This is an optimization exercise on Yosys and OpenROAD, whose aim is small area, not a production implementation. Function was checked by simulation only, so behaviour that the tests miss may differ from the original. Power figures rest on the tool's default switching activity, not on a simulated workload. No driver is modelled on the clock port, so clocking that relies on it looks cheaper here than on a real chip.

run A:
// tile_display_top
module tile_display_top
(
   input  wire        clk_36MHz,
   input  wire        arst_n,
   input  wire        req,
   input  wire [15:0] cmd,    
   output wire        ack,
   output wire [24:0] vga     
);
Size: ~1000 flip-flops, ~45 I/O pins, about 0.026 mm² of cells after synthesis.
make LEC_CHECK=0 ABC_AREA=1 CAP_MARGIN=20 CORE_MARGIN=2 CORE_UTILIZATION=55 CTS_BUF_LIST=sky130_fd_sc_hd__clkbuf_16 CTS_CLUSTER_DIAMETER=80 CTS_CLUSTER_SIZE=32 PLACE_DENSITY=0.7 SLEW_MARGIN=20 finish   # period 27.7 ns
run.sh (not shown) runs the stock make flow with config.mk's settings and CLKGATE_MAP_FILE= SYNTH_SCRIPT=/design/flow/synth_recipe.tcl, a recipe that flattens the netlist after the stock synthesis.
Relative to run A, the following input files were edited for run B:
# run A
export LEC_CHECK = 0
export ABC_AREA = 1
export CAP_MARGIN = 20
export CORE_MARGIN = 2
export CORE_UTILIZATION = 55
export CTS_BUF_LIST = sky130_fd_sc_hd__clkbuf_16
export CTS_CLUSTER_DIAMETER = 80
export CTS_CLUSTER_SIZE = 32
export PLACE_DENSITY = 0.7
export SLEW_MARGIN = 20
create_clock -name core_clock -period 27.7 [get_ports {clk_36MHz}]
# run B
export LEC_CHECK = 0
export CAP_MARGIN = 20
export CORE_MARGIN = 2
export CORE_UTILIZATION = 30
export PLACE_DENSITY = 0.5
export SLEW_MARGIN = 20
create_clock -name core_clock -period 27.7 [get_ports {clk_36MHz}]
Total power: run B above run A. The wire length in run B sits about 26% above the value recorded for run A. Going from run A to run B, clock skew held steady, layout multi-input combinational cell count picked up an extra about 3.5%.
Here is what was changed in the inputs of run C compared with run B.
# run B
export LEC_CHECK = 0
export CAP_MARGIN = 20
export CORE_MARGIN = 2
export CORE_UTILIZATION = 30
export PLACE_DENSITY = 0.5
export SLEW_MARGIN = 20
create_clock -name core_clock -period 27.7 [get_ports {clk_36MHz}]
# run C
export LEC_CHECK = 0
export ABC_AREA = 1
export CAP_MARGIN = 20
export CORE_MARGIN = 2
export CORE_UTILIZATION = 55
export CTS_BUF_LIST = sky130_fd_sc_hd__clkbuf_8
export CTS_CLUSTER_DIAMETER = 60
export CTS_CLUSTER_SIZE = 16
export PLACE_DENSITY = 0.7
export SLEW_MARGIN = 20
create_clock -name core_clock -period 27.7 [get_ports {clk_36MHz}]
## What came out
Both conditions hold for run C: the flow ran to the end and the final layout passed the timing, DRC and antenna checks. Fill cell instance count of the final layout ended up 5233 lower on run C than on run B. From run B to run C the numbers moved as follows: fraction of power spent switching nets increased by 0.80 points relative to the old numbers, area after synthesis decreased by 6.9% relative to the old numbers, end-of-flow core utilization increased by 25 points relative to the old numbers, critical path depth increased by 1 relative to the old numbers, die area decreased by 0.047 mm² relative to the old numbers. Combinational power, run C and run B, lower one = run C.

========
Another version of the RTL of tile_display_top (not shown whole).
For scale: ~24,000 um2 of cells after synthesis.
clock: 27.7 ns
lec_check: 0
abc_area: 1
cap_margin: 20
core_margin: 2
core_utilization: 55
cts_buf_list: sky130_fd_sc_hd__clkbuf_16
cts_cluster_diameter: 80
cts_cluster_size: 32
place_density: 0.7
slew_margin: 20
standard.sh (not shown) runs the stock make flow with config.mk's settings and CLKGATE_MAP_FILE= SYNTH_SCRIPT=/design/flow/synth_recipe.tcl, a recipe that flattens the netlist after the stock synthesis.
==> flow/flow/run.sh <==
#!/bin/bash
# The standard layout (standard.sh), with three changes:
#  - synthesis maps the logic with an area-only ABC script (strash; dch;
#    map -a) instead of ORFS's abc_area.script; registers are mapped
#    before ABC runs, so they are the standard synthesis's;
#  - port buffers use buf_1;
#  - CTS inserts no dummy loads.
# Each tool's output goes to its own log under orfs/logs; make's output
# goes to synth.log and flow.log here.
set -euo pipefail
W=$PWD
rm -rf "$W/synth_scripts"
cp -r "$FLOW_HOME/scripts" "$W/synth_scripts"
printf 'strash\ndch\nmap -a\ntopo\nstime -c\n' > "$W/synth_scripts/abc_area.script"
SCRIPTS_DIR="$W/synth_scripts" bash standard.sh synth > synth.log 2>&1
export BUFFER_PORTS_ARGS="-buffer_cell sky130_fd_sc_hd__buf_1"
export CTS_ARGS="-sink_clustering_enable -repair_clock_nets -dont_use_dummy_load -buf_list sky130_fd_sc_hd__clkbuf_8 -sink_clustering_size 22 -sink_clustering_max_diameter 60"
bash standard.sh > flow.log 2>&1
The first run finished with timing, DRC and antenna clean.
Then changed:
--- a/flow/flow/run.sh
+++ b/flow/flow/run.sh
@@ -17 +17 @@
-export CTS_ARGS="-sink_clustering_enable -repair_clock_nets -dont_use_dummy_load -buf_list sky130_fd_sc_hd__clkbuf_8 -sink_clustering_size 22 -sink_clustering_max_diameter 60"
+export CTS_ARGS="-sink_clustering_enable -repair_clock_nets -dont_use_dummy_load -buf_list sky130_fd_sc_hd__clkbuf_8 -sink_clustering_size 18 -sink_clustering_max_diameter 60"
- total power grows by 1.5%
- register-to-register slack got worse by 60 ps
- setup slack got worse by 6.3 ps
- count of clock-buffer cells in the layout grows by 9
- clock power grows by 5.8%
Then changed:
--- a/flow/flow/run.sh
+++ b/flow/flow/run.sh
@@ -17 +17 @@
-export CTS_ARGS="-sink_clustering_enable -repair_clock_nets -dont_use_dummy_load -buf_list sky130_fd_sc_hd__clkbuf_8 -sink_clustering_size 18 -sink_clustering_max_diameter 60"
+export CTS_ARGS="-sink_clustering_enable -repair_clock_nets -dont_use_dummy_load -buf_list sky130_fd_sc_hd__clkbuf_8 -sink_clustering_size 20 -sink_clustering_max_diameter 50"
CORE_UTILIZATION = 70   (was 55)
PLACE_DENSITY = 0.85   (was 0.7)
Effect: The changed run completed with no timing, DRC or antenna violations. Design area goes down by 0.92%. Core utilization goes up by 16 points. Clock skew goes down by 45 ps. Via count goes up by 4.2%.
Then changed:
--- a/flow/flow/run.sh
+++ b/flow/flow/run.sh
@@ -17 +17 @@
-export CTS_ARGS="-sink_clustering_enable -repair_clock_nets -dont_use_dummy_load -buf_list sky130_fd_sc_hd__clkbuf_8 -sink_clustering_size 20 -sink_clustering_max_diameter 50"
+export CTS_ARGS="-sink_clustering_enable -repair_clock_nets -dont_use_dummy_load -buf_list sky130_fd_sc_hd__clkbuf_16 -sink_clustering_size 32 -sink_clustering_max_diameter 80"
CORE_UTILIZATION = 55   (was 70)
PLACE_DENSITY = 0.7   (was 0.85)
What happened: Area after synthesis does not change. Final cell count went up by 4.9%. Final area went up by about 1.2%.

========
== willow ==
tile_display_top, a different RTL version from the one above (not shown whole).
For scale: about 1800 cells after synthesis, roughly 960 flip-flops.
clock: 27.7 ns
lec_check: 0
abc_area: 1
cap_margin: 0
core_margin: 2
core_utilization: 70
cts_buf_list: sky130_fd_sc_hd__clkbuf_16
cts_cluster_diameter: 80
cts_cluster_size: 32
place_density: 0.85
slew_margin: 0
==> flow/flow/run.sh <==
#!/bin/bash
# The standard layout (standard.sh), with three changes:
#  - synthesis maps the logic with an area-only ABC script (strash; dch;
#    map -a) instead of ORFS's abc_area.script; registers are mapped
#    before ABC runs, so they are the standard synthesis's;
#  - port buffers use buf_1;
#  - CTS inserts no dummy loads.
# Each tool's output goes to its own log under orfs/logs; make's output
# goes to synth.log and flow.log here.
set -euo pipefail
W=$PWD
rm -rf "$W/synth_scripts"
cp -r "$FLOW_HOME/scripts" "$W/synth_scripts"
printf 'strash\ndch\nmap -a\ntopo\nstime -c\n' > "$W/synth_scripts/abc_area.script"
SCRIPTS_DIR="$W/synth_scripts" bash standard.sh synth > synth.log 2>&1
export BUFFER_PORTS_ARGS="-buffer_cell sky130_fd_sc_hd__buf_1"
export CTS_ARGS="-sink_clustering_enable -repair_clock_nets -dont_use_dummy_load -buf_list sky130_fd_sc_hd__clkbuf_8 -sink_clustering_size 19 -sink_clustering_max_diameter 50"
bash standard.sh > flow.log 2>&1
Edits applied to the flow inputs when going from willow to sierra:
- CORE_UTILIZATION now 65, was 70
- CAP_MARGIN now 20, was 0
- SLEW_MARGIN now 20, was 0
- PLACE_DENSITY now 0.8, was 0.85
--- a/flow/flow/run.sh
+++ b/flow/flow/run.sh
@@ -15,4 +15,4 @@
 SCRIPTS_DIR="$W/synth_scripts" bash standard.sh synth > synth.log 2>&1
 export BUFFER_PORTS_ARGS="-buffer_cell sky130_fd_sc_hd__buf_1"
-export CTS_ARGS="-sink_clustering_enable -repair_clock_nets -dont_use_dummy_load -buf_list sky130_fd_sc_hd__clkbuf_8 -sink_clustering_size 19 -sink_clustering_max_diameter 50"
+export CTS_ARGS="-sink_clustering_enable -repair_clock_nets -dont_use_dummy_load -buf_list sky130_fd_sc_hd__clkbuf_8 -sink_clustering_size 20 -sink_clustering_max_diameter 40"
 bash standard.sh > flow.log 2>&1
- Result for willow and sierra: all clean
- Taking willow as the reference, in sierra total met2 wirelength after detailed routing down 2.6%; end-of-flow core utilization decreased by 5.1 points relative to the old numbers; wire length on met1 saw a decrease.
- sierra vs willow, instance count: sierra higher
diff inputs: sierra => umber
- CORE_UTILIZATION changed from 65 to 70
- PLACE_DENSITY changed from 0.8 to 0.85
--- a/flow/flow/run.sh
+++ b/flow/flow/run.sh
@@ -15,4 +15,4 @@
 SCRIPTS_DIR="$W/synth_scripts" bash standard.sh synth > synth.log 2>&1
 export BUFFER_PORTS_ARGS="-buffer_cell sky130_fd_sc_hd__buf_1"
-export CTS_ARGS="-sink_clustering_enable -repair_clock_nets -dont_use_dummy_load -buf_list sky130_fd_sc_hd__clkbuf_8 -sink_clustering_size 20 -sink_clustering_max_diameter 40"
+export CTS_ARGS="-sink_clustering_enable -repair_clock_nets -dont_use_dummy_load -buf_list sky130_fd_sc_hd__clkbuf_8 -sink_clustering_size 20 -sink_clustering_max_diameter 50"
 bash standard.sh > flow.log 2>&1
--- outcome ---
Compared with sierra, umber shows a part of the power in the clock network that is 2.7 points lower.
Count of non-filler cells in the finished layout: umber vs sierra down 41
Summary of umber over sierra: total number of vias shows an increase of 2.1%, share of the clock period used by the worst path after layout shows no meaningful change, sequential-to-total area share from yosys stat shows no meaningful change.
Die boundary height for umber: 3.6% down relative to sierra
Looking at sequential share of layout area, umber sits 0.96 points above sierra.

[afterwards: timing with drivers on the ports]
In the flow no input, the clock included, has a driving cell. The finished layouts below were timed again as built, in two steps. Step 1 sets driving cells, clkbuf_16 on the clock port and buf_2 on the other inputs (assumed; they add their load-dependent delay and slew). Step 2 adds t to the input delays and takes it off the output delays; t is the mean of the earliest and latest rising clock arrival at the registers after step 1. Input paths then give back, and output paths get back, about the clock's delay inside the block. a / b / c = ideal ports / drivers / drivers and shift; a / b = the first two.
run | t, ns | setup slack, ns | worst setup path at the end | worst register clock-pin slew, ns
run A | 0.647 | 19.527 / 19.470 / 20.116 | register to output | 0.11 / 0.11
run B | 0.682 | 19.278 / 19.216 / 19.899 | register to output | 0.07 / 0.07
run C | 0.716 | 19.504 / 19.454 / 20.170 | register to output | 0.11 / 0.11
the first run of note 2 | 0.681 | 19.508 / 19.457 / 20.138 | register to output | 0.13 / 0.13
the second run of note 2 | 0.699 | 19.501 / 19.451 / 20.150 | register to output | 0.11 / 0.11
the third run of note 2 | 0.665 | 19.558 / 19.508 / 20.174 | register to output | 0.12 / 0.12
the fourth run of note 2 | 0.620 | 19.594 / 19.542 / 20.162 | register to output | 0.11 / 0.11
willow | 0.683 | 19.575 / 19.527 / 20.210 | register to output | 0.11 / 0.11
sierra | 0.655 | 19.591 / 19.542 / 20.197 | register to output | 0.11 / 0.11
umber | 0.674 | 19.592 / 19.544 / 20.219 | register to output | 0.12 / 0.12
After both steps every run listed still meets setup and hold.
